What follows belongs to an exercise in optimizing a design on an open flow for a short achievable clock period and few clock cycles; a production flow would make more cautious choices.
In this exercise RTL edits were held to simulation tests only and were not proved equivalent to the original.
No run shown here takes its clock network from TritonCTS; it comes from the design's own scripts or RTL.
The clock port is modelled as an ideal driver, which makes a skipped or thinned clock tree look cheaper than it is; a real chip needs a root buffer or a tree.
Power and IR drop assume default switching activity.

==> design/flow/design.v <==
`default_nettype none
package cpu_pkg;
    typedef logic [31:0] word_t;      
    typedef logic [31:0] addr_t;      
    typedef logic [4:0]  reg_idx_t;   
    localparam logic [5:0] OP_RTYPE = 6'h00;
    localparam logic [5:0] OP_J     = 6'h02;
    localparam logic [5:0] OP_BEQ   = 6'h04;
    localparam logic [5:0] OP_BNE   = 6'h05;
    localparam logic [5:0] OP_ADDIU = 6'h09;
    localparam logic [5:0] OP_ORI   = 6'h0d;
    localparam logic [5:0] OP_LW    = 6'h23;
    localparam logic [5:0] OP_SW    = 6'h2b;
    localparam logic [5:0] FN_ADDU = 6'h21;
    localparam logic [5:0] FN_SUBU = 6'h23;
    localparam logic [5:0] FN_AND  = 6'h24;
    localparam logic [5:0] FN_OR   = 6'h25;
    localparam logic [5:0] FN_SLT  = 6'h2a;
    localparam logic [31:0] RESET_PC = 32'h0000_0000;   
endpackage
`default_nettype wire
`default_nettype none
import cpu_pkg::*;
module fetch_stage (
    input  cpu_pkg::word_t ins,
    input  cpu_pkg::addr_t pc,            
    input  cpu_pkg::addr_t pc_plus4,
    output logic [4:0]  rs,
    output logic [4:0]  rt,
    output logic [4:0]  dst,
    output logic        wr,               
    output logic        uses_rs,
    output logic        uses_rt_e,        
    output logic        lw,
    output logic        lw0,              
    output logic        sw,
    output logic        beq,
    output logic        bne,
    output logic        j,
    output logic        addiu,
    output logic        br_r0,            
    output logic        use_imm,
    output logic [31:0] imm,              
    output logic [31:0] sx,               
    output logic [4:0]  alu_op,           
    output logic        pred,             
    output logic        redirect,         
    output cpu_pkg::addr_t target         
);
    logic [5:0] op, fn;
    logic [4:0] rd;
    assign op = ins[31:26];
    assign fn = ins[5:0];
    assign rs = ins[25:21];
    assign rt = ins[20:16];
    assign rd = ins[15:11];
    logic is_r, r_add, r_sub, r_and, r_or, r_slt, r_ok;
    logic ori;
    assign is_r  = (op == OP_RTYPE);
    assign r_add = is_r && fn == FN_ADDU;
    assign r_sub = is_r && fn == FN_SUBU;
    assign r_and = is_r && fn == FN_AND;
    assign r_or  = is_r && fn == FN_OR;
    assign r_slt = is_r && fn == FN_SLT;
    assign r_ok  = r_add | r_sub | r_and | r_or | r_slt;
    assign addiu = (op == OP_ADDIU);
    assign ori   = (op == OP_ORI);
    assign lw    = (op == OP_LW);
    assign sw    = (op == OP_SW);
    assign beq   = (op == OP_BEQ);
    assign bne   = (op == OP_BNE);
    assign j     = (op == OP_J);
    assign lw0   = lw && rs == 5'd0;
    assign br_r0 = (beq | bne) && rt == 5'd0;
    assign dst       = r_ok ? rd : rt;
    assign wr        = (r_ok | addiu | ori | lw) && dst != 5'd0;
    assign uses_rs   = r_ok | addiu | ori | lw | sw | beq | bne;
    assign uses_rt_e = r_ok | beq | bne;
    assign use_imm   = addiu | ori | lw | sw;
    assign sx        = {{16{ins[15]}}, ins[15:0]};
    assign imm       = ori ? {16'h0000, ins[15:0]} : sx;
    assign alu_op    = {r_slt, r_or | ori, r_and, r_sub, r_add | addiu | lw | sw};
    assign pred     = beq ? (rs == rt || ins[15]) : (rs != rt);
    assign redirect = j | ((beq | bne) & pred);
    logic [16:0] lo, lo_p, lo_cn;
    logic [13:0] pc_hi, hi_inc, hi_dec, hi_c1, hi_c0, j_hi;
    ks_add #(.W(17), .SUB(1'b0), .CIN(1'b1)) u_lo (
        .x({1'b0, pc[17:2]}), .y({1'b0, ins[15:0]}), .s(lo), .p0(lo_p), .cn(lo_cn));
    assign pc_hi  = pc[31:18];
    assign hi_inc = pc_hi + 14'd1;
    assign hi_dec = pc_hi - 14'd1;
    assign j_hi   = {pc_plus4[31:28], ins[25:16]};
    assign hi_c1  = j ? j_hi : ins[15] ? pc_hi : hi_inc;    
    assign hi_c0  = j ? j_hi : ins[15] ? hi_dec : pc_hi;
    genvar i;
    generate
        for (i = 0; i < 14; i++) begin : g_hi
            logic n1, n0;
            c_nand2 u_1 (.a(lo[16]), .b(hi_c1[i]), .y(n1));
            c_nand2 u_0 (.a(lo_cn[16]), .b(hi_c0[i]), .y(n0));
            c_nand2 u_h (.a(n1), .b(n0), .y(target[i+18]));
        end
        for (i = 0; i < 16; i++) begin : g_lo
            c_mux2 u (.a(lo[i]), .b(ins[i]), .s(j), .y(target[i+2]));
        end
    endgenerate
    assign target[1:0] = pc[1:0];
endmodule
module predict_unit (
    input  logic [5:0] op,
    input  logic [4:0] rs,
    input  logic [4:0] rt,
    input  logic       imm_neg,
    input  logic [4:0] d_dst,       
    input  logic       d_addiu_ok,  
    output logic       pred_z1,
    output logic       pred_z0,
    output logic       redir_z1,
    output logic       redir_z0
);
    logic beq, bne, j, same, loop_hit;
    assign beq      = (op == OP_BEQ);
    assign bne      = (op == OP_BNE);
    assign j        = (op == OP_J);
    assign same     = (rs == rt);
    assign loop_hit = d_addiu_ok && rt == 5'd0 && rs == d_dst;
    assign pred_z1  = beq ? (loop_hit || same || imm_neg) : (!loop_hit && !same);
    assign pred_z0  = beq ? (!loop_hit && (same || imm_neg)) : (loop_hit || !same);
    assign redir_z1 = j || ((beq || bne) && pred_z1);
    assign redir_z0 = j || ((beq || bne) && pred_z0);
endmodule
`default_nettype wire
`default_nettype none
module register_file (
    input  logic        clock,
    input  logic        rst_n,
    input  logic [31:0] rs_sel,
    input  logic [31:0] rt_sel,
    output logic [31:0] rs_data,
    output logic [31:0] rt_data,
    output logic [31:1] valid_next,    
    input  logic [4:0]  write_idx,
    input  logic [31:0] write_data,
    input  logic        write_en
);
    logic [31:1][31:0] regs;
    logic [31:0][31:0] rd;       
    logic [31:1]       valid;
    logic [31:1]       we;
    always_comb begin
        for (int i = 1; i < 32; i++) we[i] = write_en && write_idx == 5'(i);
        valid_next = valid | we;
        rd[0] = write_data;
        for (int i = 1; i < 32; i++) rd[i] = regs[i];
    end
    always_ff @(posedge clock or negedge rst_n) begin
        if (!rst_n) valid <= '0;
        else        valid <= valid_next;
    end
    always_ff @(posedge clock) begin
        for (int i = 1; i < 32; i++)
            if (we[i]) regs[i] <= write_data;
    end
    genvar b, k;
    generate
        for (b = 0; b < 32; b++) begin : g_bit
            logic [15:0] s1, t1;
            logic [3:0]  s2, t2;
            logic [1:0]  s3, t3;
            for (k = 0; k < 16; k++) begin : g_l1
                c_aoi22 u_s (.a1(rs_sel[2*k]), .a2(rd[2*k][b]), .b1(rs_sel[2*k+1]),
                             .b2(rd[2*k+1][b]), .y(s1[k]));
                c_aoi22 u_t (.a1(rt_sel[2*k]), .a2(rd[2*k][b]), .b1(rt_sel[2*k+1]),
                             .b2(rd[2*k+1][b]), .y(t1[k]));
            end
            for (k = 0; k < 4; k++) begin : g_l2
                c_nand4 u_s (.a(s1[4*k]), .b(s1[4*k+1]), .c(s1[4*k+2]), .d(s1[4*k+3]), .y(s2[k]));
                c_nand4 u_t (.a(t1[4*k]), .b(t1[4*k+1]), .c(t1[4*k+2]), .d(t1[4*k+3]), .y(t2[k]));
            end
            for (k = 0; k < 2; k++) begin : g_l3
                c_nor2 u_s (.a(s2[2*k]), .b(s2[2*k+1]), .y(s3[k]));
                c_nor2 u_t (.a(t2[2*k]), .b(t2[2*k+1]), .y(t3[k]));
            end
            c_nand2 u_s (.a(s3[0]), .b(s3[1]), .y(rs_data[b]));
            c_nand2 u_t (.a(t3[0]), .b(t3[1]), .y(rt_data[b]));
        end
    endgenerate
endmodule
`default_nettype wire
`default_nettype none
module c_inv (input logic a, output logic y);
    assign y = ~a;
endmodule
module c_nand2 (input logic a, input logic b, output logic y);
    assign y = ~(a & b);
endmodule
module c_nor2 (input logic a, input logic b, output logic y);
    assign y = ~(a | b);
endmodule
module c_xor2 (input logic a, input logic b, output logic y);
    assign y = a ^ b;
endmodule
module c_xnor2 (input logic a, input logic b, output logic y);
    assign y = ~(a ^ b);
endmodule
module c_andn (input logic a, input logic b, output logic y);
    assign y = ~a & b;
endmodule
module c_orn (input logic a, input logic b, output logic y);
    assign y = ~a | b;
endmodule
module c_aoi21 (input logic a1, input logic a2, input logic b, output logic y);
    assign y = ~((a1 & a2) | b);
endmodule
module c_oai21 (input logic a1, input logic a2, input logic b, output logic y);
    assign y = ~((a1 | a2) & b);
endmodule
module c_aoi22 (input logic a1, input logic a2, input logic b1, input logic b2,
                output logic y);
    assign y = ~((a1 & a2) | (b1 & b2));
endmodule
module c_aoi222 (input logic a1, input logic a2, input logic b1, input logic b2,
                 input logic c1, input logic c2, output logic y);
    assign y = ~((a1 & a2) | (b1 & b2) | (c1 & c2));
endmodule
module c_nand3 (input logic a, input logic b, input logic c, output logic y);
    assign y = ~(a & b & c);
endmodule
module c_nand4 (input logic a, input logic b, input logic c, input logic d, output logic y);
    assign y = ~(a & b & c & d);
endmodule
module c_nor4 (input logic a, input logic b, input logic c, input logic d, output logic y);
    assign y = ~(a | b | c | d);
endmodule
module c_mux2 (input logic a, input logic b, input logic s, output logic y);
    assign y = s ? b : a;
endmodule
module ks_add #(
    parameter int W   = 32,
    parameter bit SUB = 1'b0,
    parameter bit CIN = SUB,
    parameter bit INV = 1'b0
) (
    input  logic [W-1:0] x,
    input  logic [W-1:0] y,
    output logic [W-1:0] s,
    output logic [W-1:0] p0,
    output logic [W-1:0] cn
);
    logic [W-1:0] g0, t0;
    genvar i;
    generate
        for (i = 0; i < W; i++) begin : g_pg
            if (INV && !SUB) begin : g_ia            
                c_nor2  u_g (.a(x[i]), .b(y[i]), .y(g0[i]));
                c_nand2 u_t (.a(x[i]), .b(y[i]), .y(t0[i]));
                c_xor2  u_p (.a(x[i]), .b(y[i]), .y(p0[i]));
            end else if (INV && SUB) begin : g_is    
                c_andn  u_g (.a(x[i]), .b(y[i]), .y(g0[i]));
                c_orn   u_t (.a(x[i]), .b(y[i]), .y(t0[i]));
                c_xnor2 u_p (.a(x[i]), .b(y[i]), .y(p0[i]));
            end else if (!SUB) begin : g_ta          
                c_nand2 u_g (.a(x[i]), .b(y[i]), .y(g0[i]));
                c_nor2  u_t (.a(x[i]), .b(y[i]), .y(t0[i]));
                c_xor2  u_p (.a(x[i]), .b(y[i]), .y(p0[i]));
            end else begin : g_ts                    
                c_orn   u_g (.a(x[i]), .b(y[i]), .y(g0[i]));
                c_andn  u_t (.a(x[i]), .b(y[i]), .y(t0[i]));
                c_xnor2 u_p (.a(x[i]), .b(y[i]), .y(p0[i]));
            end
        end
    endgenerate
    ks_core #(.W(W), .CIN(CIN), .G0INV(!INV)) u_core (.g0(g0), .t0(t0), .p0(p0), .s(s), .cn(cn));
endmodule
module ks_core #(
    parameter int W     = 32,
    parameter bit CIN   = 1'b0,
    parameter bit G0INV = 1'b1
) (
    input  logic [W-1:0] g0,
    input  logic [W-1:0] t0,
    input  logic [W-1:0] p0,
    output logic [W-1:0] s,
    output logic [W-1:0] cn
);
    localparam int L = (W <= 2) ? 1 : (W <= 4) ? 2 : (W <= 8) ? 3 : (W <= 16) ? 4 : (W <= 32) ? 5 : 6;
    logic [L:0][W-1:0] gg;
    logic [L:0][W-1:0] tt;
    genvar i, k;
    generate
        for (i = 0; i < W; i++) begin : g_l0
            if (i == 0 && CIN) begin : g_cin
                assign gg[0][i] = t0[i];
            end else begin : g_nocin
                assign gg[0][i] = g0[i];
            end
            assign tt[0][i] = t0[i];
        end
        for (k = 1; k <= L; k++) begin : g_lvl
            localparam int  D      = 1 << (k - 1);
            localparam bit  IN_INV = G0INV ^ ((k - 1) % 2 == 1);   
            for (i = 0; i < W; i++) begin : g_bit
                if (i >= D) begin : g_node
                    if (!IN_INV) begin : g_t2i      
                        c_aoi21 u_g (.a1(tt[k-1][i]), .a2(gg[k-1][i-D]), .b(gg[k-1][i]),
                                     .y(gg[k][i]));
                        if (i >= 2 * D) begin : g_t
                            c_nand2 u_t (.a(tt[k-1][i]), .b(tt[k-1][i-D]), .y(tt[k][i]));
                        end else begin : g_not
                            assign tt[k][i] = 1'b0;
                        end
                    end else begin : g_i2t           
                        c_oai21 u_g (.a1(tt[k-1][i]), .a2(gg[k-1][i-D]), .b(gg[k-1][i]),
                                     .y(gg[k][i]));
                        if (i >= 2 * D) begin : g_t
                            c_nor2 u_t (.a(tt[k-1][i]), .b(tt[k-1][i-D]), .y(tt[k][i]));
                        end else begin : g_not
                            assign tt[k][i] = 1'b0;
                        end
                    end
                end else begin : g_pass
                    c_inv u_g (.a(gg[k-1][i]), .y(gg[k][i]));
                    assign tt[k][i] = 1'b0;
                end
            end
        end
        localparam bit OUT_INV = G0INV ^ (L % 2 == 1);
        if (CIN) begin : g_s0c
            c_inv u_s0 (.a(p0[0]), .y(s[0]));
        end else begin : g_s0
            assign s[0] = p0[0];
        end
        assign cn[0] = 1'b0;
        for (i = 1; i < W; i++) begin : g_sum
            if (OUT_INV) begin : g_inv
                assign cn[i] = gg[L][i-1];
                c_xnor2 u_s (.a(p0[i]), .b(gg[L][i-1]), .y(s[i]));
            end else begin : g_true
                c_inv u_c (.a(gg[L][i-1]), .y(cn[i]));
                c_xor2 u_s (.a(p0[i]), .b(gg[L][i-1]), .y(s[i]));
            end
        end
    endgenerate
endmodule
module execute_stage (
    input  logic [31:0] e_a,           
    input  logic [31:0] e_b,           
    input  logic [31:0] e_t,           
    input  logic [31:0] m_res,         
    input  logic [31:0] m_res2,        
    input  logic [31:0] ld,            
    input  logic [31:0] w_val,         
    input  logic [31:0] m_n,           
    input  logic [31:0] m_la,
    input  logic [31:0] m_ls,
    input  logic [31:0] m_lr,
    input  logic        m_sltb,
    input  logic [6:0]  fa,            
    input  logic [6:0]  fb,            
    input  logic [7:0]  fx,            
    input  logic [3:0]  ft,            
    input  logic [4:0]  op_n,
    input  logic [6:0]  op_l,
    input  logic [1:0]  op_ll,
    input  logic        addr_l,        
    input  logic        sl_a,          
    output logic [31:0] result,        
    output logic [31:0] s_la,          
    output logic [31:0] s_ls,          
    output logic [31:0] s_lr,          
    output logic        slt_l,         
    output logic [31:0] addr,          
    output logic [31:0] rt_val         
);
    logic [31:0] a, b, x;
    logic [31:0] s_add, s_sub;
    logic [31:0] p_add, p_sub, p_la, p_ls, p_lr;
    logic [31:0] c_add, c_sub, c_la, c_ls, c_lr;
    genvar i;
    generate
        for (i = 0; i < 32; i++) begin : g_fwd
            logic a0, a1, a2, a3, b0, b1, b2, b3, x0, x1, x2, x3, t0, t1;
            c_aoi22 u_a0 (.a1(fa[0]), .a2(e_a[i]), .b1(fa[1]), .b2(m_n[i]), .y(a0));
            c_aoi22 u_a1 (.a1(fa[2]), .a2(m_la[i]), .b1(fa[3]), .b2(m_ls[i]), .y(a1));
            c_aoi22 u_a2 (.a1(fa[4]), .a2(m_lr[i]), .b1(fa[6]), .b2(w_val[i]), .y(a2));
            c_aoi22 u_b0 (.a1(fb[0]), .a2(e_b[i]), .b1(fb[1]), .b2(m_n[i]), .y(b0));
            c_aoi22 u_b1 (.a1(fb[2]), .a2(m_la[i]), .b1(fb[3]), .b2(m_ls[i]), .y(b1));
            c_aoi22 u_b2 (.a1(fb[4]), .a2(m_lr[i]), .b1(fb[6]), .b2(w_val[i]), .y(b2));
            c_aoi22 u_x0 (.a1(fx[0]), .a2(e_a[i]), .b1(fx[1]), .b2(e_b[i]), .y(x0));
            c_aoi22 u_x1 (.a1(fx[2]), .a2(m_n[i]), .b1(fx[3]), .b2(m_la[i]), .y(x1));
            c_aoi22 u_x2 (.a1(fx[4]), .a2(m_ls[i]), .b1(fx[5]), .b2(m_lr[i]), .y(x2));
            if (i == 0) begin : g_m0
                c_nand2 u_a3 (.a(fa[5]), .b(m_sltb), .y(a3));
                c_nand2 u_b3 (.a(fb[5]), .b(m_sltb), .y(b3));
                c_aoi22 u_x3 (.a1(fx[6]), .a2(m_sltb), .b1(fx[7]), .b2(w_val[i]), .y(x3));
                c_nand4 u_a (.a(a0), .b(a1), .c(a2), .d(a3), .y(a[i]));
                c_nand4 u_b (.a(b0), .b(b1), .c(b2), .d(b3), .y(b[i]));
            end else begin : g_mn
                c_nand2 u_x3 (.a(fx[7]), .b(w_val[i]), .y(x3));
                c_nand3 u_a (.a(a0), .b(a1), .c(a2), .y(a[i]));
                c_nand3 u_b (.a(b0), .b(b1), .c(b2), .y(b[i]));
            end
            c_nand4 u_x (.a(x0), .b(x1), .c(x2), .d(x3), .y(x[i]));
            c_aoi22  u_t0 (.a1(ft[0]), .a2(e_t[i]), .b1(ft[3]), .b2(w_val[i]), .y(t0));
            c_aoi22  u_t1 (.a1(ft[1]), .a2(m_res2[i]), .b1(ft[2]), .b2(ld[i]), .y(t1));
            c_nand2  u_t  (.a(t0), .b(t1), .y(rt_val[i]));
        end
    endgenerate
    ks_add #(.W(32), .SUB(1'b0)) u_add (.x(a),  .y(b),  .s(s_add), .p0(p_add), .cn(c_add));
    ks_add #(.W(32), .SUB(1'b1)) u_sub (.x(a),  .y(b),  .s(s_sub), .p0(p_sub), .cn(c_sub));
    logic [31:0] l_nand, l_nor, l_orn, l_andn;
    generate
        for (i = 0; i < 32; i++) begin : g_lpg
            c_nand2 u_a (.a(ld[i]), .b(x[i]), .y(l_nand[i]));
            c_nor2  u_o (.a(ld[i]), .b(x[i]), .y(l_nor[i]));
            c_orn   u_g (.a(ld[i]), .b(x[i]), .y(l_orn[i]));
            c_andn  u_t (.a(ld[i]), .b(x[i]), .y(l_andn[i]));
            c_xor2  u_p (.a(ld[i]), .b(x[i]), .y(p_la[i]));
            c_inv   u_q (.a(p_la[i]), .y(p_ls[i]));
        end
    endgenerate
    assign p_lr = p_ls;
    ks_core #(.W(32), .CIN(1'b0), .G0INV(1'b1)) u_la (.g0(l_nand), .t0(l_nor), .p0(p_la),
                                                      .s(s_la), .cn(c_la));
    ks_core #(.W(32), .CIN(1'b1), .G0INV(1'b1)) u_ls (.g0(l_orn), .t0(l_andn), .p0(p_ls),
                                                      .s(s_ls), .cn(c_ls));
    ks_core #(.W(32), .CIN(1'b1), .G0INV(1'b0)) u_lr (.g0(l_andn), .t0(l_orn), .p0(p_lr),
                                                      .s(s_lr), .cn(c_lr));
    logic en_n;
    assign en_n  = op_n[4] & ~p_add[31];
    assign slt_l = p_la[31] ? (sl_a ? ld[31] : x[31]) : (sl_a ? c_ls[31] : c_lr[31]);
    logic addr_ln;
    c_inv u_aln (.a(addr_l), .y(addr_ln));
    generate
        for (i = 0; i < 32; i++) begin : g_res
            logic y_n, y_e, m_l, m_n;
            c_aoi22 u_yn  (.a1(op_n[0]), .a2(s_add[i]), .b1(op_n[1]), .b2(s_sub[i]), .y(y_n));
            if (i == 0) begin : g_b0
                logic y_sn;
                assign y_e = ~((op_n[2] & a[i] & b[i]) | (op_n[3] & (a[i] | b[i])) |
                               (op_l[3] & ~l_nand[i]) | (op_l[4] & ~l_nor[i]) |
                               (op_n[4] & p_add[31] & a[31]));
                c_nand2 u_ysn (.a(en_n), .b(c_sub[31]), .y(y_sn));
                c_nand3 u_r   (.a(y_n), .b(y_e), .c(y_sn), .y(result[i]));
            end else begin : g_bn
                assign y_e = ~((op_n[2] & a[i] & b[i]) | (op_n[3] & (a[i] | b[i])) |
                               (op_l[3] & ~l_nand[i]) | (op_l[4] & ~l_nor[i]) |
                               (op_ll[0] & ld[i-1]));
                c_nand2 u_r (.a(y_n), .b(y_e), .y(result[i]));
            end
            c_nand2 u_ml (.a(addr_l), .b(s_la[i]), .y(m_l));
            c_nand2 u_mn (.a(addr_ln), .b(s_add[i]), .y(m_n));
            c_nand2 u_m  (.a(m_l), .b(m_n), .y(addr[i]));
        end
    endgenerate
endmodule
module kind_logic (
    input  logic       only_a,    
    input  logic       only_b,    
    input  logic       op_add,
    input  logic       op_sub,
    input  logic       op_slt,
    output logic [4:0] kind
);
    logic one;
    assign one  = only_a | only_b;
    assign kind = {one & op_slt, only_b & op_sub, only_a & op_sub, one & op_add,
                   !(one & (op_slt | op_sub | op_add))};
endmodule
module m_select (
    input  logic [7:0][4:0] kind,    
    input  logic [31:0] r_n,
    input  logic [31:0] r_la,
    input  logic [31:0] r_ls,
    input  logic [31:0] r_lr,
    input  logic        r_slt,
    output logic [31:0] v,
    output logic [31:0] v2
);
    genvar i;
    generate
        for (i = 0; i < 32; i++) begin : g_b
            logic y0, y1;
            c_aoi22 u_0 (.a1(kind[i/4][0]), .a2(r_n[i]), .b1(kind[i/4][1]), .b2(r_la[i]), .y(y0));
            c_aoi22 u_1 (.a1(kind[i/4][2]), .a2(r_ls[i]), .b1(kind[i/4][3]), .b2(r_lr[i]), .y(y1));
            if (i == 0) begin : g_0
                logic y2;
                c_nand2 u_2 (.a(kind[0][4]), .b(r_slt), .y(y2));
                c_nand3 u_v  (.a(y0), .b(y1), .c(y2), .y(v[i]));
                c_nand3 u_v2 (.a(y0), .b(y1), .c(y2), .y(v2[i]));
            end else begin : g_n
                c_nand2 u_v  (.a(y0), .b(y1), .y(v[i]));
                c_nand2 u_v2 (.a(y0), .b(y1), .y(v2[i]));
            end
        end
    endgenerate
endmodule
module sum_is_zero (
    input  logic [31:0] a,
    input  logic [31:0] b,
    output logic        z
);
    logic [31:0] x, o, e;
    logic [15:0] l1;
    logic [7:0]  l2;
    logic [3:0]  l3;
    logic [1:0]  l4;
    genvar i;
    generate
        for (i = 0; i < 32; i++) begin : g_e
            c_xor2 u_x (.a(a[i]), .b(b[i]), .y(x[i]));
            logic on;
            c_nor2 u_on (.a(a[i]), .b(b[i]), .y(on));
            c_inv  u_o  (.a(on), .y(o[i]));
            if (i == 0) begin : g_0
                assign e[i] = x[i];
            end else begin : g_i
                c_xor2 u_e (.a(x[i]), .b(o[i-1]), .y(e[i]));
            end
        end
        for (i = 0; i < 16; i++) begin : g_l1
            c_nor2 u (.a(e[2*i]), .b(e[2*i+1]), .y(l1[i]));
        end
        for (i = 0; i < 8; i++) begin : g_l2
            c_nand2 u (.a(l1[2*i]), .b(l1[2*i+1]), .y(l2[i]));
        end
        for (i = 0; i < 4; i++) begin : g_l3
            c_nor2 u (.a(l2[2*i]), .b(l2[2*i+1]), .y(l3[i]));
        end
        for (i = 0; i < 2; i++) begin : g_l4
            c_nand2 u (.a(l3[2*i]), .b(l3[2*i+1]), .y(l4[i]));
        end
    endgenerate
    c_nor2 u_z (.a(l4[0]), .b(l4[1]), .y(z));
endmodule
module cmp_half32 (
    input  logic [31:0] a,
    input  logic [31:0] b,
    output logic [3:0][1:0] half    
);
    logic [31:0] x;
    logic [15:0] l1;
    logic [7:0]  l2;
    logic [3:0]  l3;
    genvar i;
    generate
        for (i = 0; i < 32; i++) begin : g_x
            c_xnor2 u (.a(a[i]), .b(b[i]), .y(x[i]));
        end
        for (i = 0; i < 16; i++) begin : g_l1
            c_nand2 u (.a(x[2*i]), .b(x[2*i+1]), .y(l1[i]));
        end
        for (i = 0; i < 8; i++) begin : g_l2
            c_nor2 u (.a(l1[2*i]), .b(l1[2*i+1]), .y(l2[i]));
        end
        for (i = 0; i < 4; i++) begin : g_l3
            c_nand2 u (.a(l2[2*i]), .b(l2[2*i+1]), .y(l3[i]));
        end
        for (i = 0; i < 8; i++) begin : g_l4
            c_nor2 u (.a(l3[2*(i%2)]), .b(l3[2*(i%2)+1]), .y(half[i/2][i%2]));
        end
    endgenerate
endmodule
module cmp_eq32 (
    input  logic [31:0] a,
    input  logic [31:0] b,
    output logic        eq,
    output logic        ne
);
    logic [31:0] x;
    logic [15:0] l1;
    logic [7:0]  l2;
    logic [3:0]  l3;
    logic [1:0]  l4;
    genvar i;
    generate
        for (i = 0; i < 32; i++) begin : g_x
            c_xnor2 u (.a(a[i]), .b(b[i]), .y(x[i]));           
        end
        for (i = 0; i < 16; i++) begin : g_l1
            c_nand2 u (.a(x[2*i]), .b(x[2*i+1]), .y(l1[i]));    
        end
        for (i = 0; i < 8; i++) begin : g_l2
            c_nor2 u (.a(l1[2*i]), .b(l1[2*i+1]), .y(l2[i]));   
        end
        for (i = 0; i < 4; i++) begin : g_l3
            c_nand2 u (.a(l2[2*i]), .b(l2[2*i+1]), .y(l3[i]));  
        end
        for (i = 0; i < 2; i++) begin : g_l4
            c_nor2 u (.a(l3[2*i]), .b(l3[2*i+1]), .y(l4[i]));   
        end
    endgenerate
    c_nand2 u_ne (.a(l4[0]), .b(l4[1]), .y(ne));
    c_inv   u_eq (.a(ne), .y(eq));
endmodule
module branch_check (
    input  logic [31:0] e_a,
    input  logic [31:0] e_b,
    input  logic [31:0] m_res,
    input  logic [31:0] ld,
    input  logic [31:0] w_val,
    input  logic [5:0]  sel_eq,
    input  logic [5:0]  sel_ne,
    input  logic        sel_same,
    input  logic [2:0]  x_sel,
    input  logic        sel_l_eq,
    input  logic        sel_l_ne,
    output logic [7:0]  mis_if_leq,
    output logic [7:0]  mis_if_lne,
    output logic [7:0]  mis_if_leq_n,
    output logic [7:0]  mis_if_lne_n,
    output logic [7:0]  eq_l,
    output logic [7:0]  ne_l
);
    logic [5:0]  eq, ne;
    logic [31:0] x;
    logic [3:0][1:0] half;
    cmp_eq32 u_c0 (.a(e_a),   .b(e_b),   .eq(eq[0]), .ne(ne[0]));
    cmp_eq32 u_c1 (.a(e_a),   .b(m_res), .eq(eq[1]), .ne(ne[1]));
    cmp_eq32 u_c2 (.a(e_a),   .b(w_val), .eq(eq[2]), .ne(ne[2]));
    cmp_eq32 u_c3 (.a(m_res), .b(e_b),   .eq(eq[3]), .ne(ne[3]));
    cmp_eq32 u_c4 (.a(m_res), .b(w_val), .eq(eq[4]), .ne(ne[4]));
    cmp_eq32 u_c5 (.a(w_val), .b(e_b),   .eq(eq[5]), .ne(ne[5]));
    logic keep_eq, keep_ne;    
    assign keep_eq = !(sel_same || sel_l_eq);
    assign keep_ne = !(sel_same || sel_l_ne);
    genvar i;
    generate
        for (i = 0; i < 8; i++) begin : g_early
            logic [5:0] t;
            logic       u0, u1, e_n;
            for (genvar k = 0; k < 6; k++) begin : g_t
                c_aoi22 u (.a1(sel_eq[k]), .a2(eq[k]), .b1(sel_ne[k]), .b2(ne[k]), .y(t[k]));
            end
            c_nand3 u_0 (.a(t[0]), .b(t[1]), .c(t[2]), .y(u0));
            c_nand3 u_1 (.a(t[3]), .b(t[4]), .c(t[5]), .y(u1));
            c_nor2  u_e (.a(u0), .b(u1), .y(e_n));      
            c_nand2 u_q (.a(e_n), .b(keep_eq), .y(mis_if_leq[i]));
            c_nand2 u_r (.a(e_n), .b(keep_ne), .y(mis_if_lne[i]));
            c_inv   u_qn (.a(mis_if_leq[i]), .y(mis_if_leq_n[i]));
            c_inv   u_rn (.a(mis_if_lne[i]), .y(mis_if_lne_n[i]));
        end
    endgenerate
    assign x = ({32{x_sel[0]}} & e_a) | ({32{x_sel[1]}} & e_b) | ({32{x_sel[2]}} & w_val);
    cmp_half32 u_cl (.a(ld), .b(x), .half(half));
    generate
        for (i = 0; i < 8; i++) begin : g_out
            logic eq_n;
            c_nand2 u_ne (.a(half[i/2][0]), .b(half[i/2][1]), .y(ne_l[i]));
            c_nand2 u_en (.a(half[i/2][0]), .b(half[i/2][1]), .y(eq_n));
            c_inv   u_eq (.a(eq_n), .y(eq_l[i]));
        end
    endgenerate
endmodule
`default_nettype wire
`default_nettype none
import cpu_pkg::*;
module processor (
    input  logic  clock,
    input  logic  rst_n,
    output cpu_pkg::addr_t fetch_address,
    input  cpu_pkg::word_t instruction,
    output cpu_pkg::addr_t memory_address,
    output logic  memory_read,
    output logic  memory_write,
    output cpu_pkg::word_t memory_write_data,
    input  cpu_pkg::word_t memory_read_data
);
    logic [31:0] pc;                  
    logic        d_valid;
    logic [4:0]  d_rs, d_rt, d_dst;
    logic        d_wr, d_lw, d_sw, d_beq, d_bne, d_use_imm, d_addiu;
    logic [31:0] d_imm;
    logic [4:0]  d_op;
    logic        d_pred, d_redirect;
    logic [31:0] d_tgt;
    logic [31:0] d_rs_sel, d_rt_sel;   
    logic [31:0] e_a, e_b, e_t;
    logic [6:0]  e_fa, e_fb;
    logic [7:0]  e_fx;
    logic [3:0]  e_ft;
    logic [4:0]  e_op_n;
    logic [6:0]  e_op_l;
    logic [1:0]  e_op_ll;
    logic        e_addr_l;
    logic [7:0][4:0] e_kind;           
    logic        e_sl_a;
    logic        e_wr, e_load, e_store;
    logic [5:0]  e_mis_eq, e_mis_ne;   
    logic        e_mis_same, e_mis_l_eq, e_mis_l_ne;
    logic [2:0]  e_x_sel;
    logic [4:0]  e_dst;
    logic [31:0] e_alt;                
    logic [31:0] m_n, m_la, m_ls, m_lr;             
    logic        m_sltb;
    logic [7:0][4:0] m_kind;                        
    logic [31:0] m_res, m_res2;                     
    logic [31:0] m_addr, m_wdata;
    logic        m_wr, m_load, m_rd, m_store;
    logic [4:0]  m_dst;
    logic [31:0] w_val;                
    logic [31:0] w_rf;                 
    logic        w_wr;
    logic [4:0]  w_dst;
    logic [31:0] pc_plus4;
    assign pc_plus4      = pc + 32'd4;
    logic [31:0] pc_out;               
    assign fetch_address = pc_out;
    logic [4:0]  f_rs, f_rt, f_dst, f_op;
    logic        f_wr, f_uses_rs, f_uses_rt_e, f_lw, f_lw0, f_sw, f_beq, f_bne, f_use_imm;
    logic        f_j, f_addiu, f_br_r0;
    logic [31:0] f_imm, f_sx, f_tgt;
    logic        f_pred_static, f_redirect_static, f_pred, f_redirect;
    fetch_stage fetch_stage_inst (
        .ins       (instruction),
        .pc        (pc),
        .pc_plus4  (pc_plus4),
        .rs        (f_rs),
        .rt        (f_rt),
        .dst       (f_dst),
        .wr        (f_wr),
        .uses_rs   (f_uses_rs),
        .uses_rt_e (f_uses_rt_e),
        .lw        (f_lw),
        .lw0       (f_lw0),
        .sw        (f_sw),
        .beq       (f_beq),
        .bne       (f_bne),
        .j         (f_j),
        .addiu     (f_addiu),
        .br_r0     (f_br_r0),
        .use_imm   (f_use_imm),
        .imm       (f_imm),
        .sx        (f_sx),
        .alu_op    (f_op),
        .pred      (f_pred_static),
        .redirect  (f_redirect_static),
        .target    (f_tgt)
    );
    logic        n_rs_byp, n_rt_byp;
    logic [31:0] n_rs_sel, n_rt_sel;
    logic [31:1] rf_valid_next;
    assign n_rs_byp = m_wr && m_dst == f_rs;
    assign n_rt_byp = m_wr && m_dst == f_rt;
    always_comb begin
        n_rs_sel[0] = n_rs_byp;
        n_rt_sel[0] = n_rt_byp;
        for (int i = 1; i < 32; i++) begin
            n_rs_sel[i] = (f_rs == 5'(i)) && !n_rs_byp && rf_valid_next[i];
            n_rt_sel[i] = (f_rt == 5'(i)) && !n_rt_byp && rf_valid_next[i];
        end
    end
    logic       mispredict;
    logic [7:0] mis_if_leq, mis_if_lne, mis_if_leq_n, mis_if_lne_n;
    logic [7:0] eq_l, ne_l;       
    logic [31:0] rs_val, rt_val_d;
    register_file register_file_inst (
        .clock      (clock),
        .rst_n      (rst_n),
        .rs_sel     (d_rs_sel),
        .rt_sel     (d_rt_sel),
        .rs_data    (rs_val),
        .rt_data    (rt_val_d),
        .valid_next (rf_valid_next),
        .write_idx  (w_dst),
        .write_data (~w_rf),
        .write_en   (w_wr)
    );
    logic e_hit_rs, e_hit_rt;
    logic a_r, a_m, a_l, a_w, b_r, b_m, b_l, b_w;
    assign e_hit_rs = e_wr && e_dst == d_rs;
    assign e_hit_rt = e_wr && e_dst == d_rt;
    assign a_m = e_hit_rs && !e_load;
    assign a_l = e_hit_rs && e_load;
    assign a_w = !e_hit_rs && m_wr && m_dst == d_rs;
    assign a_r = !e_hit_rs && !a_w;
    assign b_m = e_hit_rt && !e_load;
    assign b_l = e_hit_rt && e_load;
    assign b_w = !e_hit_rt && m_wr && m_dst == d_rt;
    assign b_r = !e_hit_rt && !b_w;
    logic bl, only_a, only_b, both_l, none_l;
    logic op_add, op_sub, op_and, op_or, op_slt;
    assign {op_slt, op_or, op_and, op_sub, op_add} = d_op;
    assign bl     = b_l && !d_use_imm;
    assign none_l = !a_l && !bl;
    assign only_a = a_l && !bl;
    assign only_b = !a_l && bl;
    assign both_l = a_l && bl;
    logic [4:0] kind_e;
    assign kind_e = e_kind[0];
    logic [7:0][4:0] kind_d;    
    generate
        for (genvar k = 0; k < 8; k++) begin : g_kind
            kind_logic u (.only_a(only_a), .only_b(only_b), .op_add(op_add), .op_sub(op_sub),
                          .op_slt(op_slt), .kind(kind_d[k]));
        end
    endgenerate
    logic       mis_if_eq, mis_if_ne;
    logic [5:0] pair;
    logic [2:0] x_sel;
    assign pair  = {a_w && b_r,
                    (a_m && b_w) || (a_w && b_m),
                    a_m && b_r,
                    a_r && b_w,
                    a_r && b_m,
                    a_r && b_r};
    assign x_sel = {(a_l && b_w) || (a_w && b_l), a_l && b_r, a_r && b_l};
    assign mis_if_eq = d_valid && (d_beq ? !d_pred : d_bne && d_pred);
    assign mis_if_ne = d_valid && (d_beq ? d_pred : d_bne && !d_pred);
    logic ai_zero, pred_z1, pred_z0, redir_z1, redir_z0;
    sum_is_zero sum_is_zero_inst (.a(rs_val), .b(d_imm), .z(ai_zero));
    predict_unit predict_unit_inst (
        .op         (instruction[31:26]),
        .rs         (f_rs),
        .rt         (f_rt),
        .imm_neg    (instruction[15]),
        .d_dst      (d_dst),
        .d_addiu_ok (d_valid && d_addiu && d_wr && a_r),
        .pred_z1    (pred_z1),
        .pred_z0    (pred_z0),
        .redir_z1   (redir_z1),
        .redir_z0   (redir_z0)
    );
    logic ai_nz, pq1, pq0, rq1, rq0;
    c_inv   u_nz  (.a(ai_zero), .y(ai_nz));
    c_nand2 u_pq1 (.a(ai_zero), .b(pred_z1), .y(pq1));
    c_nand2 u_pq0 (.a(ai_nz), .b(pred_z0), .y(pq0));
    c_nand2 u_pr  (.a(pq1), .b(pq0), .y(f_pred));
    c_nand2 u_rq1 (.a(ai_zero), .b(redir_z1), .y(rq1));
    c_nand2 u_rq0 (.a(ai_nz), .b(redir_z0), .y(rq0));
    c_nand2 u_rr  (.a(rq1), .b(rq0), .y(f_redirect));
    logic [31:0] pc_seq, pc_alt;
    assign pc_seq = !rst_n ? RESET_PC : (d_valid && d_redirect) ? d_tgt : pc_plus4;
    assign pc_alt = !rst_n ? RESET_PC : e_alt;
    always_ff @(posedge clock or negedge rst_n) begin
        if (!rst_n) begin
            d_valid <= 1'b0;
        end else begin
            d_valid <= !mispredict;
        end
    end
    logic [31:0] pc_next, pc_out_next;
    genvar gi;
    generate
        for (gi = 0; gi < 32; gi++) begin : g_pc
            logic p1, p0, n1, n0;
            logic q1a, q1s, q0a, q0s;
            c_nand2 u_q1a (.a(mis_if_leq[gi / 4]), .b(pc_alt[gi]), .y(q1a));
            c_nand2 u_q1s (.a(mis_if_leq_n[gi / 4]), .b(pc_seq[gi]), .y(q1s));
            c_nand2 u_p1  (.a(q1a), .b(q1s), .y(p1));
            c_nand2 u_q0a (.a(mis_if_lne[gi / 4]), .b(pc_alt[gi]), .y(q0a));
            c_nand2 u_q0s (.a(mis_if_lne_n[gi / 4]), .b(pc_seq[gi]), .y(q0s));
            c_nand2 u_p0  (.a(q0a), .b(q0s), .y(p0));
            c_nand2 u_1 (.a(eq_l[gi / 4]), .b(p1), .y(n1));
            c_nand2 u_0 (.a(ne_l[gi / 4]), .b(p0), .y(n0));
            c_nand2 u_p (.a(n1), .b(n0), .y(pc_next[gi]));
            c_nand2 u_o (.a(n1), .b(n0), .y(pc_out_next[gi]));
        end
    endgenerate
    always_ff @(posedge clock) begin
        pc     <= pc_next;
        pc_out <= pc_out_next;
    end
    always_ff @(posedge clock) begin
        d_rs       <= f_rs;
        d_rt       <= f_rt;
        d_dst      <= f_dst;
        d_wr       <= f_wr;
        d_lw       <= f_lw;
        d_sw       <= f_sw;
        d_beq      <= f_beq;
        d_bne      <= f_bne;
        d_addiu    <= f_addiu;
        d_use_imm  <= f_use_imm;
        d_imm      <= f_imm;
        d_op       <= f_op;
        d_pred     <= f_pred;
        d_redirect <= f_redirect;
        d_tgt      <= f_tgt;
        d_rs_sel   <= n_rs_sel;
        d_rt_sel   <= n_rt_sel;
    end
    always_ff @(posedge clock or negedge rst_n) begin
        if (!rst_n) begin
            e_wr    <= 1'b0;
            e_load  <= 1'b0;
            e_store <= 1'b0;
        end else begin
            e_wr    <= d_valid && d_wr;
            e_load  <= d_valid && d_lw;
            e_store <= d_valid && d_sw;
        end
    end
    always_ff @(posedge clock) begin
        e_a        <= rs_val;
        e_b        <= d_use_imm ? d_imm : rt_val_d;
        e_t        <= rt_val_d;
        e_fa       <= a_l ? 7'd0 : {a_w, {5{a_m}} & kind_e, a_r};
        e_fb       <= d_use_imm ? 7'd1 : b_l ? 7'd0 : {b_w, {5{b_m}} & kind_e, b_r};
        e_fx       <= only_a ? {!d_use_imm && b_w, {5{!d_use_imm && b_m}} & kind_e,
                                d_use_imm || b_r, 1'b0}
                             : only_b ? {a_w, {5{a_m}} & kind_e, 1'b0, a_r} : 8'd0;
        e_ft       <= {b_w, b_l, b_m, b_r};
        e_op_n     <= {5{none_l}} & d_op;
        e_op_l     <= {only_a && op_slt, only_b && op_slt,
                       ((only_a || only_b) && op_or) || (both_l && (op_and || op_or)),
                       (only_a || only_b) && op_and, only_b && op_sub, only_a && op_sub,
                       (only_a || only_b) && op_add};
        e_op_ll    <= {1'b0, both_l && op_add};    
        e_addr_l   <= only_a;
        e_kind     <= kind_d;
        e_sl_a     <= only_a;
        e_mis_eq   <= {6{mis_if_eq}} & pair;
        e_mis_ne   <= {6{mis_if_ne}} & pair;
        e_x_sel    <= x_sel;
        e_mis_l_eq <= mis_if_eq && (|x_sel);
        e_mis_l_ne <= mis_if_ne && (|x_sel);
        e_mis_same <= mis_if_eq && ((a_m && b_m) || (a_l && b_l) || (a_w && b_w));
        e_dst      <= d_dst;
        e_alt      <= d_pred ? pc_plus4 : d_tgt;
    end
    logic [31:0] alu_result, alu_la, alu_ls, alu_lr, alu_addr, rt_fwd;
    logic        alu_slt_l;
    m_select m_select_inst (
        .kind  (m_kind),
        .r_n   (m_n),
        .r_la  (m_la),
        .r_ls  (m_ls),
        .r_lr  (m_lr),
        .r_slt (m_sltb),
        .v     (m_res),
        .v2    (m_res2)
    );
    execute_stage execute_stage_inst (
        .e_a    (e_a),
        .e_b    (e_b),
        .e_t    (e_t),
        .m_res  (m_res),
        .ld     (memory_read_data),
        .w_val  (w_val),
        .fa     (e_fa),
        .fb     (e_fb),
        .fx     (e_fx),
        .ft     (e_ft),
        .op_n   (e_op_n),
        .op_l   (e_op_l),
        .op_ll  (e_op_ll),
        .addr_l (e_addr_l),
        .m_res2 (m_res2),
        .m_n    (m_n),
        .m_la   (m_la),
        .m_ls   (m_ls),
        .m_lr   (m_lr),
        .m_sltb (m_sltb),
        .sl_a   (e_sl_a),
        .result (alu_result),
        .s_la   (alu_la),
        .s_ls   (alu_ls),
        .s_lr   (alu_lr),
        .slt_l  (alu_slt_l),
        .addr   (alu_addr),
        .rt_val (rt_fwd)
    );
    branch_check branch_check_inst (
        .e_a        (e_a),
        .e_b        (e_b),
        .m_res      (m_res2),
        .ld         (memory_read_data),
        .w_val      (w_val),
        .sel_eq     (e_mis_eq),
        .sel_ne     (e_mis_ne),
        .sel_same   (e_mis_same),
        .x_sel      (e_x_sel),
        .sel_l_eq   (e_mis_l_eq),
        .sel_l_ne   (e_mis_l_ne),
        .mis_if_leq (mis_if_leq),
        .mis_if_lne (mis_if_lne),
        .mis_if_leq_n (mis_if_leq_n),
        .mis_if_lne_n (mis_if_lne_n),
        .eq_l       (eq_l),
        .ne_l       (ne_l)
    );
    assign mispredict = eq_l[0] ? mis_if_leq[0] : mis_if_lne[0];
    always_ff @(posedge clock or negedge rst_n) begin
        if (!rst_n) begin
            m_wr    <= 1'b0;
            m_load  <= 1'b0;
            m_store <= 1'b0;
        end else begin
            m_wr    <= e_wr;
            m_load  <= e_load;
            m_store <= e_store;
        end
    end
    always_ff @(posedge clock) begin
        m_n     <= alu_result;
        m_la    <= alu_la;
        m_ls    <= alu_ls;
        m_lr    <= alu_lr;
        m_sltb  <= alu_slt_l;
        m_kind  <= e_kind;
        m_addr  <= alu_addr;
        m_rd    <= e_load;
        m_wdata <= rt_fwd;
        m_dst   <= e_dst;
    end
    assign memory_address    = m_addr;
    assign memory_read       = m_rd;
    assign memory_write      = m_store;
    assign memory_write_data = m_wdata;
    always_ff @(posedge clock or negedge rst_n) begin
        if (!rst_n) begin
            w_wr <= 1'b0;
        end else begin
            w_wr <= m_wr;
        end
    end
    logic [31:0] w_val_in, w_rf_in;
    generate
        for (gi = 0; gi < 32; gi++) begin : g_wv
            c_mux2 u_v (.a(m_res2[gi]), .b(memory_read_data[gi]), .s(m_load), .y(w_val_in[gi]));
            c_inv  u_r (.a(w_val_in[gi]), .y(w_rf_in[gi]));
        end
    endgenerate
    always_ff @(posedge clock) begin
        w_val <= w_val_in;
        w_rf  <= w_rf_in;
        w_dst <= m_dst;
    end
endmodule
`default_nettype wire
==> design/flow/flow/run.sh <==
#!/bin/bash
# The standard ORFS layout (standard.sh), with these changes to how it works:
# - timing repair aims 7.3 ns below the 10 ns clock (SETUP_SLACK_MARGIN; the SDC
#   is unchanged, the margin only sets how far repair_timing goes);
# - the clock tree is built by flow/mycts.tcl (through the PRE_CTS_TCL hook):
#   four root buffers at the clock port, each driving four middle buffers,
#   each driving leaf buffers over balanced clusters of about 14 flip-flops,
#   instead of TritonCTS's tree.
set -uo pipefail
here=$(pwd)
export SETUP_SLACK_MARGIN=7.3
export PRE_CTS_TCL=$here/flow/pre_cts.tcl
export MYCTS_PER_LEAF=14
export MYCTS_NMID=16
bash standard.sh > make_flow.log 2>&1
==> design/flow/flow/mycts.tcl <==
set ::mycts_nmid 0
set ::mycts_iters 0
# Two-level clock tree: leaf clkbuf_16s over grid clusters of flops,
# NROOT root clkbuf_16s each driving a group of leaves, fed by the clock port.
proc mycts_build { {per_leaf 30} {nroot 4} {bufname sky130_fd_sc_hd__clkbuf_16} } {
  set block [ord::get_db_block]
  set db [ord::get_db]
  set master [$db findMaster $bufname]
  set clk_bterm [$block findBTerm clock]
  set clk_net [$clk_bterm getNet]
  # sinks: all instance pins on the clock net
  set sinks {}
  foreach it [$clk_net getITerms] {
    set inst [$it getInst]
    set bb [$inst getBBox]
    set x [expr {([$bb xMin] + [$bb xMax]) / 2}]
    set y [expr {([$bb yMin] + [$bb yMax]) / 2}]
    lappend sinks [list $it $x $y]
  }
  set n [llength $sinks]
  set nleaf [expr {int(ceil(double($n) / $per_leaf))}]
  # grid: ncol columns, nrow rows, ncol*nrow >= nleaf
  set ncol [expr {int(round(sqrt($nleaf)))}]
  if {$ncol < 1} { set ncol 1 }
  set nrow [expr {int(ceil(double($nleaf) / $ncol))}]
  set sx [lsort -integer -index 1 $sinks]
  set clusters {}
  set percol [expr {double($n) / $ncol}]
  for {set c 0} {$c < $ncol} {incr c} {
    set lo [expr {int(round($c * $percol))}]
    set hi [expr {int(round(($c + 1) * $percol)) - 1}]
    set col [lsort -integer -index 2 [lrange $sx $lo $hi]]
    set m [llength $col]
    set perrow [expr {double($m) / $nrow}]
    for {set r 0} {$r < $nrow} {incr r} {
      set lo2 [expr {int(round($r * $perrow))}]
      set hi2 [expr {int(round(($r + 1) * $perrow)) - 1}]
      if {$hi2 >= $lo2} { lappend clusters [lrange $col $lo2 $hi2] }
    }
  }
  # refine with k-means (Lloyd), keeping the grid clusters as the start
  set cent {}
  foreach cl $clusters {
    set sxs 0; set sys 0
    foreach s $cl { set sxs [expr {$sxs + [lindex $s 1]}]; set sys [expr {$sys + [lindex $s 2]}] }
    lappend cent [list [expr {$sxs / [llength $cl]}] [expr {$sys / [llength $cl]}]]
  }
  set K [llength $cent]
  for {set iter 0} {$iter < $::mycts_iters} {incr iter} {
    set new [lrepeat $K {}]
    foreach s $sinks {
      set bx [lindex $s 1]; set by [lindex $s 2]
      set best 0; set bd 1e30
      for {set j 0} {$j < $K} {incr j} {
        set c [lindex $cent $j]
        set d [expr {abs($bx - [lindex $c 0]) + abs($by - [lindex $c 1])}]
        if {$d < $bd} { set bd $d; set best $j }
      }
      lset new $best [concat [lindex $new $best] [list $s]]
    }
    set cent {}
    set clusters {}
    foreach cl $new {
      if {[llength $cl] == 0} continue
      set sxs 0; set sys 0
      foreach s $cl { set sxs [expr {$sxs + [lindex $s 1]}]; set sys [expr {$sys + [lindex $s 2]}] }
      lappend cent [list [expr {$sxs / [llength $cl]}] [expr {$sys / [llength $cl]}]]
      lappend clusters $cl
    }
    set K [llength $cent]
  }
  # leaves
  set leaves {}
  set k 0
  foreach cl $clusters {
    set sxs 0; set sys 0
    foreach s $cl { set sxs [expr {$sxs + [lindex $s 1]}]; set sys [expr {$sys + [lindex $s 2]}] }
    set cx [expr {$sxs / [llength $cl]}]; set cy [expr {$sys / [llength $cl]}]
    set inst [odb::dbInst_create $block $master "clkleaf_$k"]
    $inst setLocation $cx $cy
    $inst setPlacementStatus PLACED
    $inst setSourceType TIMING
    set net [odb::dbNet_create $block "clknet_leaf_$k"]
    $net setSigType CLOCK
    [$inst findITerm X] connect $net
    foreach s $cl {
      set it [lindex $s 0]
      $it disconnect
      $it connect $net
    }
    lappend leaves [list $inst $cx $cy]
    incr k
  }
  # optional middle level: NMID buffers, each driving a grid group of leaves
  if {$::mycts_nmid > 0} {
    set mids {}
    set lx [lsort -integer -index 1 $leaves]
    set nl [llength $lx]
    set mc [expr {int(round(sqrt($::mycts_nmid)))}]
    set mr [expr {$::mycts_nmid / $mc}]
    set perc [expr {double($nl) / $mc}]
    set mi 0
    for {set c 0} {$c < $mc} {incr c} {
      set lo [expr {int(round($c * $perc))}]
      set hi [expr {int(round(($c + 1) * $perc)) - 1}]
      set col [lsort -integer -index 2 [lrange $lx $lo $hi]]
      set m [llength $col]
      set perr [expr {double($m) / $mr}]
      for {set q 0} {$q < $mr} {incr q} {
        set lo2 [expr {int(round($q * $perr))}]
        set hi2 [expr {int(round(($q + 1) * $perr)) - 1}]
        set grp [lrange $col $lo2 $hi2]
        if {[llength $grp] == 0} continue
        set sxs 0; set sys 0
        foreach l $grp { set sxs [expr {$sxs + [lindex $l 1]}]; set sys [expr {$sys + [lindex $l 2]}] }
        set cx [expr {$sxs / [llength $grp]}]; set cy [expr {$sys / [llength $grp]}]
        set inst [odb::dbInst_create $block $master "clkmid_$mi"]
        $inst setLocation $cx $cy
        $inst setPlacementStatus PLACED
        $inst setSourceType TIMING
        set net [odb::dbNet_create $block "clknet_mid_$mi"]
        $net setSigType CLOCK
        [$inst findITerm X] connect $net
        foreach l $grp { [[lindex $l 0] findITerm A] connect $net }
        lappend mids [list $inst $cx $cy]
        incr mi
      }
    }
    set leaves $mids
  }
  # roots: split leaves into nroot groups (columns of leaves sorted by x, then y)
  set lx [lsort -integer -index 1 $leaves]
  set nl [llength $lx]
  set rc [expr {int(round(sqrt($nroot)))}]
  set rr [expr {$nroot / $rc}]
  set perc [expr {double($nl) / $rc}]
  set r 0
  for {set c 0} {$c < $rc} {incr c} {
    set lo [expr {int(round($c * $perc))}]
    set hi [expr {int(round(($c + 1) * $perc)) - 1}]
    set col [lsort -integer -index 2 [lrange $lx $lo $hi]]
    set m [llength $col]
    set perr [expr {double($m) / $rr}]
    for {set q 0} {$q < $rr} {incr q} {
      set lo2 [expr {int(round($q * $perr))}]
      set hi2 [expr {int(round(($q + 1) * $perr)) - 1}]
      set grp [lrange $col $lo2 $hi2]
      set sxs 0; set sys 0
      foreach l $grp { set sxs [expr {$sxs + [lindex $l 1]}]; set sys [expr {$sys + [lindex $l 2]}] }
      set cx [expr {$sxs / [llength $grp]}]; set cy [expr {$sys / [llength $grp]}]
      set inst [odb::dbInst_create $block $master "clkroot_$r"]
      $inst setLocation $cx $cy
      $inst setPlacementStatus PLACED
      $inst setSourceType TIMING
      set net [odb::dbNet_create $block "clknet_root_$r"]
      $net setSigType CLOCK
      [$inst findITerm X] connect $net
      foreach l $grp { [[lindex $l 0] findITerm A] connect $net }
      [$inst findITerm A] connect $clk_net
      incr r
    }
  }
  $clk_net setSigType CLOCK
  puts "mycts: $n sinks, [llength $leaves] leaves, $r roots"
}
==> design/flow/flow/pre_cts.tcl <==
# PRE_CTS hook: build the clock tree here (mycts.tcl), then make the flow's
# own clock_tree_synthesis call a no-op. The rest of the CTS step (placement
# legalisation, timing repair) runs as usual.
source [file join [file dirname [info script]] mycts.tcl]
set ::mycts_iters 0
set ::mycts_nmid $::env(MYCTS_NMID)
mycts_build $::env(MYCTS_PER_LEAF) 4
set_propagated_clock [all_clocks]
rename clock_tree_synthesis ""
proc clock_tree_synthesis {args} { puts "clock_tree_synthesis skipped: tree built by mycts" }
==> design/flow/standard.sh <==
#!/bin/bash
# synth_recipe.tcl (not shown) runs the flow's synth.tcl, then flattens the netlist and writes it again
# the make line also repeats each setting of config.mk as NAME=value (left out here)
make -C /OpenROAD-flow-scripts/flow DESIGN_CONFIG=/design/flow/config.mk WORK_HOME=/design/flow/orfs CLKGATE_MAP_FILE= SYNTH_SCRIPT=/design/flow/synth_recipe.tcl "${@:-finish}"
==> design/flow/config.mk <==
export PLATFORM = sky130hd
export DESIGN_NAME = processor
export DESIGN_NICKNAME = processor
export VERILOG_FILES = /design/flow/design.v
export SDC_FILE = /design/flow/constraint.sdc
export NUM_CORES = 8
export LEC_CHECK = 0
export CAP_MARGIN = 20
export CORE_MARGIN = 2
export CORE_UTILIZATION = 50
export SLEW_MARGIN = 20
export SYNTH_HIERARCHICAL = 1
export SYNTH_MINIMUM_KEEP_SIZE = 0
==> design/flow/constraint.sdc <==
create_clock -name core_clock -period 10.0 [get_ports {clock}]
set_input_delay 2.0000 -clock core_clock [delete_from_list [all_inputs] [get_ports {clock}]]
set_output_delay 2.0000 -clock core_clock [all_outputs]
set_load 0.01 [all_outputs]
==> results of run 1 <==
-- state kept, by name, summed over array words and instances, names as in the netlist, 8 cells and up --
register,flops
e_fx,8
m_kind,33
d_imm,32
d_rt_sel,32
m_ls,32
w_val,32
e_b,32
e_alt,32
pc_out,32
d_tgt,32
e_kind,33
m_n,32
w_rf,32
register_file_inst.regs,992
e_t,32
d_rs_sel,32
pc,32
m_addr,32
m_la,32
m_lr,32
e_a,32
register_file_inst.valid,31
m_wdata,32
-- power groups by stage --
| stage | Clock, W | Sequential, W | Combinational (W) |
|---|---|---|---|
| floorplan | 0 | 0.00805 | 0.000832 |
| global route | 0.00557 | 0.00795 | 0.00197 |
| finish | 0.00529 | 0.00795 | 0.00190 |
| global placement | 0 | 0.00809 | 0.00137 |
| detailed placement | 0 | 0.00809 | 0.00138 |
| CTS | 0.00532 | 0.00794 | 0.00172 |
-- placed cells by master, fill, tap and decap left out, drive strengths merged, types with 4 or more instances in the layout --
master and count:
inv 468, nand4b 7, nand3 139, and2 77
ha 8, nand2 1205, xnor2 334, nor3b 10
o21ai 429, o32ai 9, mux2 89, diode 12
and4 10, nand2b 69, a22oi 1521, o211a 7
or2 7, dfxtp 741, a21oi 381, nand4 310
and3 102, nor3 24, a21boi 4, nor4 10
o21bai 32, edfxtp 992, bufbuf 4, a222oi 64
mux2i 4, nor2b 83, buf 872, xor2 329
clkinv 6, clkinvlp 5, o21a 10, nor2 722
nand3b 4, clkbuf 155, dfrtp 39
-- metrics by stage --
stage / setup WS (ps) / utilization [%]
floorplan: 6610 / -
global placement: 5080 / 54.3
detailed placement: 5080 / 54.3
CTS: 6870 / 61.3
global route: 6810 / 63.5
finish: 6830 / 63.5
-- worst paths after layout --
path / from / to / slack, ps / cells past startpoint
max: e_fb[4] / m_n[14] / 6830 / 14
min reg2reg: e_kind[22] / m_kind[22] / 300 / 0
min: e_kind[22] / m_kind[22] / 300 / 0
max in group asynchronous: rst_n / m_load / 7970 / 2
max reg2reg: e_fb[4] / m_n[14] / 6830 / 14
min in group asynchronous: rst_n / d_valid / 1640 / 2
-- worst max-delay path, cell delays in order, from the launching register on --
cell	delay (ps)
dfxtp_4	420
buf_6	140
buf_12	140
a22oi_2	220
nand3_4	210
nor2_4	190
buf_4	130
o21ai_2	90
a21oi_4	190
o21ai_4	100
a21oi_2	190
inv_2	90
xor2_4	200
a22oi_2	480
nand2_2	200
-- layer usage --
layer	vias up	global-route usage (%)	part of all wire, %
met4	12	23.2	7.0
met1	39700	55.3	39
met2	5127	60.2	42
li1	33100	-	-
met3	1283	11.3	12
met5	-	0	0.030
-- cell type report, without the clock buffers --
class                      count  area [µm²]  area share, %
multi-input combinational   6034       54600           45.8
sequential                  1772       46000           38.6
timing repair buffer         879        9430           7.90
tap                         2495        3120           2.62
inverter                     477        2220           1.86
timing repair inverter         2        32.5         0.0273
antenna                       12        30.0         0.0252
-- what timing repair did --
action                                  4_1_cts  5_1_grt
buffers inserted                            373      149
endpoints found under the hold margin         0        0
endpoints found under the setup margin      576      489
gates cloned                                 20        1
pin swaps                                   460      382
resized for setup                          2273      698
==> flow_metrics.py, run 1 <==
metrics = {
    "run_status": {
        "status": "finished clean",
    },
    "die": {
        "dieArea_um2": 192000,
        "die_w_um": 439,
        "start_util_pct": 50.3,
        "fp.dieH_um": 439,
        "coreArea_um2": 188000,
        "std_cell_rows": 159,
        "io_pins": 164,
    },
    "clock_tree": {
        "cts_hold_buf": 0,
        "clk_latency_ps": 640,
        "clk_pin_slew_ps": 90,
    },
    "drt": {
        "drtPass1Iterations": 19,
        "vias": 79200,
        "drt_first_iter_violations": 9474,
        "viasPerCell": 6.70,
        "wl_per_cell_um": 35.1,
        "post-route-drc-count": 0,
        "drtAntennaViolNets": 0,
        "wirelength_mm": 415,
    },
    "power_and_ir_drop": {
        "clockPowerShare_pct": 34.9,
        "ir_drop_uv": 126,
        "intPower_w": 0.0112,
        "power_frac_comb_pct": 12.6,
        "pwr-share-seq_pct": 52.5,
        "power_leakage_nw": 42.1,
        "netSwitchingFraction_pct": 26.2,
        "p_switching_w": 0.00396,
        "power_w": 0.0151,
        "power.density_nw_per_um2": 127,
    },
    "sta": {
        "finalMaxSlewViolations": 0,
        "slew_headroom_pct": 2.10,
        "fin_skew_ps": 88.6,
        "post-route-period-util_pct": 31.7,
        "finalHoldViolations": 0,
        "clock.fmax_mhz": 315,
        "worstMarginPinSlew_ps": 1470,
        "holdWs_ps": 298,
        "tns_ps": 0,
        "rsz0062_at_grt": "true",
        "post-route-min-period_ps": 3170,
        "setup_viol": 0,
    },
    "global_routing": {
        "grt_max_degree": 83,
        "grt_pass1_vias": 76300,
        "track_usage_pct": 41.3,
        "grt_pass1_wl_mm": 568,
        "antenna_found_initial": 20,
        "grt_overflow_total": 0,
    },
    "flow_run": {
        "cap_violations": 0,
    },
    "worst_hold_path": {
        "hold_class": "reg2reg",
    },
    "critical_path": {
        "worstPathArrival_ps": 3600,
        "critPathLaunchType": "flop",
        "crit_path_end_kind": "flop",
        "path_class": "reg2reg",
        "crit_fanout": 6,
        "critPathRequiredTime_ps": 10430,
    },
    "final_layout": {
        "final_net_count": 9392,
        "finalInstanceArea_um2": 119000,
        "drive_above_1_share_pct": 51.2,
        "area_delta_synth_final_pct": 26.3,
        "fill_cells": 14800,
        "fin_cells": 11800,
    },
    "placed_design": {
        "dp_cells": 11100,
        "numPortBuffers": 163,
        "dpl_cell_area_um2": 102000,
        "gp_congestion": 1.02,
        "dp_hpwl_mm": 263,
    },
    "synth": {
        "synthesis.area_um2": 94500,
        "syn_inst": 8416,
        "yosysWarningCount": 8,
        "avgSynthCellArea_um2": 11.2,
    },
}
Testbench counts, summed over its fixed seeds: cycles 34,950.
==> run 2: changes to the inputs <==
--- a/design/flow/flow/run.sh
+++ b/design/flow/flow/run.sh
@@ -1,5 +1,5 @@
 #!/bin/bash
 # The standard ORFS layout (standard.sh), with these changes to how it works:
-# - timing repair aims 7.3 ns below the 10 ns clock (SETUP_SLACK_MARGIN; the SDC
+# - timing repair aims 7.5 ns below the 10 ns clock (SETUP_SLACK_MARGIN; the SDC
 #   is unchanged, the margin only sets how far repair_timing goes);
 # - the clock tree is built by flow/mycts.tcl (through the PRE_CTS_TCL hook):
@@ -9,5 +9,5 @@
 set -uo pipefail
 here=$(pwd)
-export SETUP_SLACK_MARGIN=7.3
+export SETUP_SLACK_MARGIN=7.5
 export PRE_CTS_TCL=$here/flow/pre_cts.tcl
 export MYCTS_PER_LEAF=14
==> flow_metrics.py, run 2 <==
metrics = {
    "run_status": {
        "status": "finished clean",
    },
    "critical_path": {
        "path_common_cell": "buf_6",
        "cp_top_family": "compound AO/OA/AOI/OAI gates",
        "critPathLaunchType": "input port",
        "r2r-end": "pc[30]",
        "crit_fanout": 6,
        "slowest_delay_ps": 320,
        "path_buf_inv": 5,
        "worstReg2RegStart": "m_lr[31]",
        "crit_path_end_kind": "flop",
        "critPathRequiredTime_ps": 10450,
        "rrSetupSlack_ps": 6920,
        "worst_path_max_delay_cell": "a21oi_2",
        "worstPathArrival_ps": 3630,
        "path_class": "in2reg",
        "rr_worst_depth": 18,
        "critical_path.cell_chain": "buf_6 -> buf_12 -> nor2b_4 -> buf_12 -> buf_6 -> buf_6 -> a21oi_4 -> o21ai_2 -> a21oi_2 -> o21ai_2 -> a21oi_2 -> xnor2_1",
    },
    "sta": {
        "post-route-period-util_pct": 31.8,
        "holdWs_ps": 312,
        "finalHoldViolations": 0,
        "clock.fmax_mhz": 315,
        "slew_headroom_pct": 26.5,
        "finalMaxSlewViolations": 0,
        "setup_viol": 0,
        "fin_skew_ps": 100,
        "worstMarginPinSlew_ps": 1100,
        "tns_ps": 0,
        "rsz0062_at_grt": "true",
        "post-route-min-period_ps": 3180,
    },
    "die": {
        "start_util_pct": 50.3,
        "fp.dieH_um": 439,
        "die_w_um": 439,
        "io_pins": 164,
        "dieArea_um2": 192000,
        "coreArea_um2": 188000,
        "std_cell_rows": 159,
    },
    "clock_tree": {
        "clk_latency_ps": 650,
        "cts_hold_buf": 0,
        "clk_pin_slew_ps": 70,
    },
    "drt": {
        "wl_per_cell_um": 34.6,
        "post-route-drc-count": 0,
        "viasPerCell": 6.67,
        "drtAntennaViolNets": 0,
        "drt_first_iter_violations": 9496,
        "wirelength_mm": 412,
        "vias": 79300,
        "drtPass1Iterations": 19,
    },
    "global_routing": {
        "antenna_found_initial": 19,
        "grt_pass1_vias": 76300,
        "met1_usage_pct": 54.3,
        "top_usage_layer": "met2",
        "grt_max_degree": 64,
        "grt_use_met2_pct": 59.7,
        "grt_use_met3_pct": 10.9,
        "grt_overflow_total": 0,
        "grt_pass1_wl_mm": 562,
        "track_usage_pct": 40.8,
    },
    "synth": {
        "avgSynthCellArea_um2": 11.2,
        "syn_inst": 8416,
        "yosysWarningCount": 8,
        "synthesis.area_um2": 94500,
    },
    "final_layout": {
        "drive_above_1_share_pct": 52.2,
        "final_common_cell": "a22oi_2",
        "utilization_pct": 63.8,
        "area_delta_synth_final_pct": 26.9,
        "regMostFlops": "register_file_inst.regs",
        "final_net_count": 9475,
        "largest_register_ff_count": 992,
        "layout_common_cells": "a22oi_2, edfxtp_1, nand2_1, buf_4, dfxtp_1",
        "top_regs": "register_file_inst.regs x992, e_kind x33, m_kind x33",
        "finalInstanceArea_um2": 120000,
    },
    "power_and_ir_drop": {
        "p_switching_w": 0.00394,
        "intPower_w": 0.0112,
        "ir_drop_uv": 143,
        "power_frac_comb_pct": 12.5,
        "pwr-share-seq_pct": 52.5,
        "clockPowerShare_pct": 35.0,
        "netSwitchingFraction_pct": 26.1,
        "power.density_nw_per_um2": 126,
        "power_leakage_nw": 42.3,
        "power_w": 0.0151,
    },
    "worst_hold_path": {
        "worstHoldEndpoint": "m_kind[11]",
        "hold_depth": 0,
        "hold_class": "reg2reg",
        "hp-start": "e_kind[11]",
    },
    "placed_design": {
        "dp_hpwl_mm": 259,
        "gp_congestion": 0.986,
        "numPortBuffers": 163,
        "dpl_cell_area_um2": 102000,
    },
    "flow_run": {
        "cap_violations": 0,
    },
}
## run 2: area by class of cell, without the clock buffers
| class | instances | area [µm²] |
|---|---|---|
| tap | 2495 | 3120 |
| sequential | 1772 | 46000 |
| multi-input combinational | 6034 | 54600 |
| inverter | 477 | 2200 |
| antenna | 6 | 15.0 |
| fill | 14800 | 67900 |
| timing repair buffer | 961 | 10000 |
| timing repair inverter | 3 | 45.0 |
## run 2: power by group through the flow
stage / Combinational [W] / Clock, W / Sequential, W
2_1_floorplan: 0.000834 / 0 / 0.00805
3_3_place_gp: 0.00136 / 0 / 0.00809
3_5_place_dp: 0.00138 / 0 / 0.00809
4_1_cts: 0.00169 / 0.00534 / 0.00794
5_1_grt: 0.00197 / 0.00558 / 0.00795
6_report: 0.00188 / 0.00529 / 0.00795
## run 2: worst max path at each step
stage                               from                  to  slack (ps)  cells past startpoint
global placement    memory_read_data[21]              m_sltb        5170                      9
CTS                           m_addr[10]  memory_address[10]        6860                      1
detailed placement   memory_read_data[8]              m_sltb        5210                      9
finish               memory_read_data[3]            m_lr[30]        6820                     12
global route         memory_read_data[9]          m_addr[27]        6800                     12
floorplan                instruction[19]          d_redirect        6610                      8
## run 2: what timing repair did
item,4_1_cts,5_1_grt
resized for setup,2251,738
endpoints found under the setup margin,1303,456
cloned,17,3
buffers inserted,385,230
pin swaps,454,423
## run 2: through the flow
stage	worst slack [ps]	std cells
floorplan	6610	8417
global placement	5170	11100
detailed placement	5210	11100
CTS	6860	11700
global route	6800	11900
finish	6820	11900
## run 2: layer usage
layer	up-vias	share of wire, %
li1	33200	-
met1	39800	39
met2	5031	42
met3	1276	12
met4	12	7.1
met5	-	0.037

## separate check: timing with driven ports
Ports are ideal in the flow. The routed layouts listed here were re-timed in OpenROAD. Step 1, drivers: a clkbuf_16 drives clock and a buf_2 each remaining input, both assumed. Step 2 also shifts input and output timing later by t, the mid clock arrival at the registers, as if the neighbouring blocks saw the same clock. Three values: no drivers, after step 1, after step 2; two values: the first two.
run | shift t [ns] | slack for setup (ns) | worst register clock-pin slew, ns
run 1 | 0.780 | 6.829 / 6.686 / 6.183 | 0.09 / 0.09
run 2 | 0.784 | 6.821 / 6.697 / 6.104 | 0.10 / 0.10
After both steps setup and hold are still met in every run listed. For run 2, which loses most, drivers alone change the setup slack by -0.124 ns; drivers and shift together by -0.717 ns.
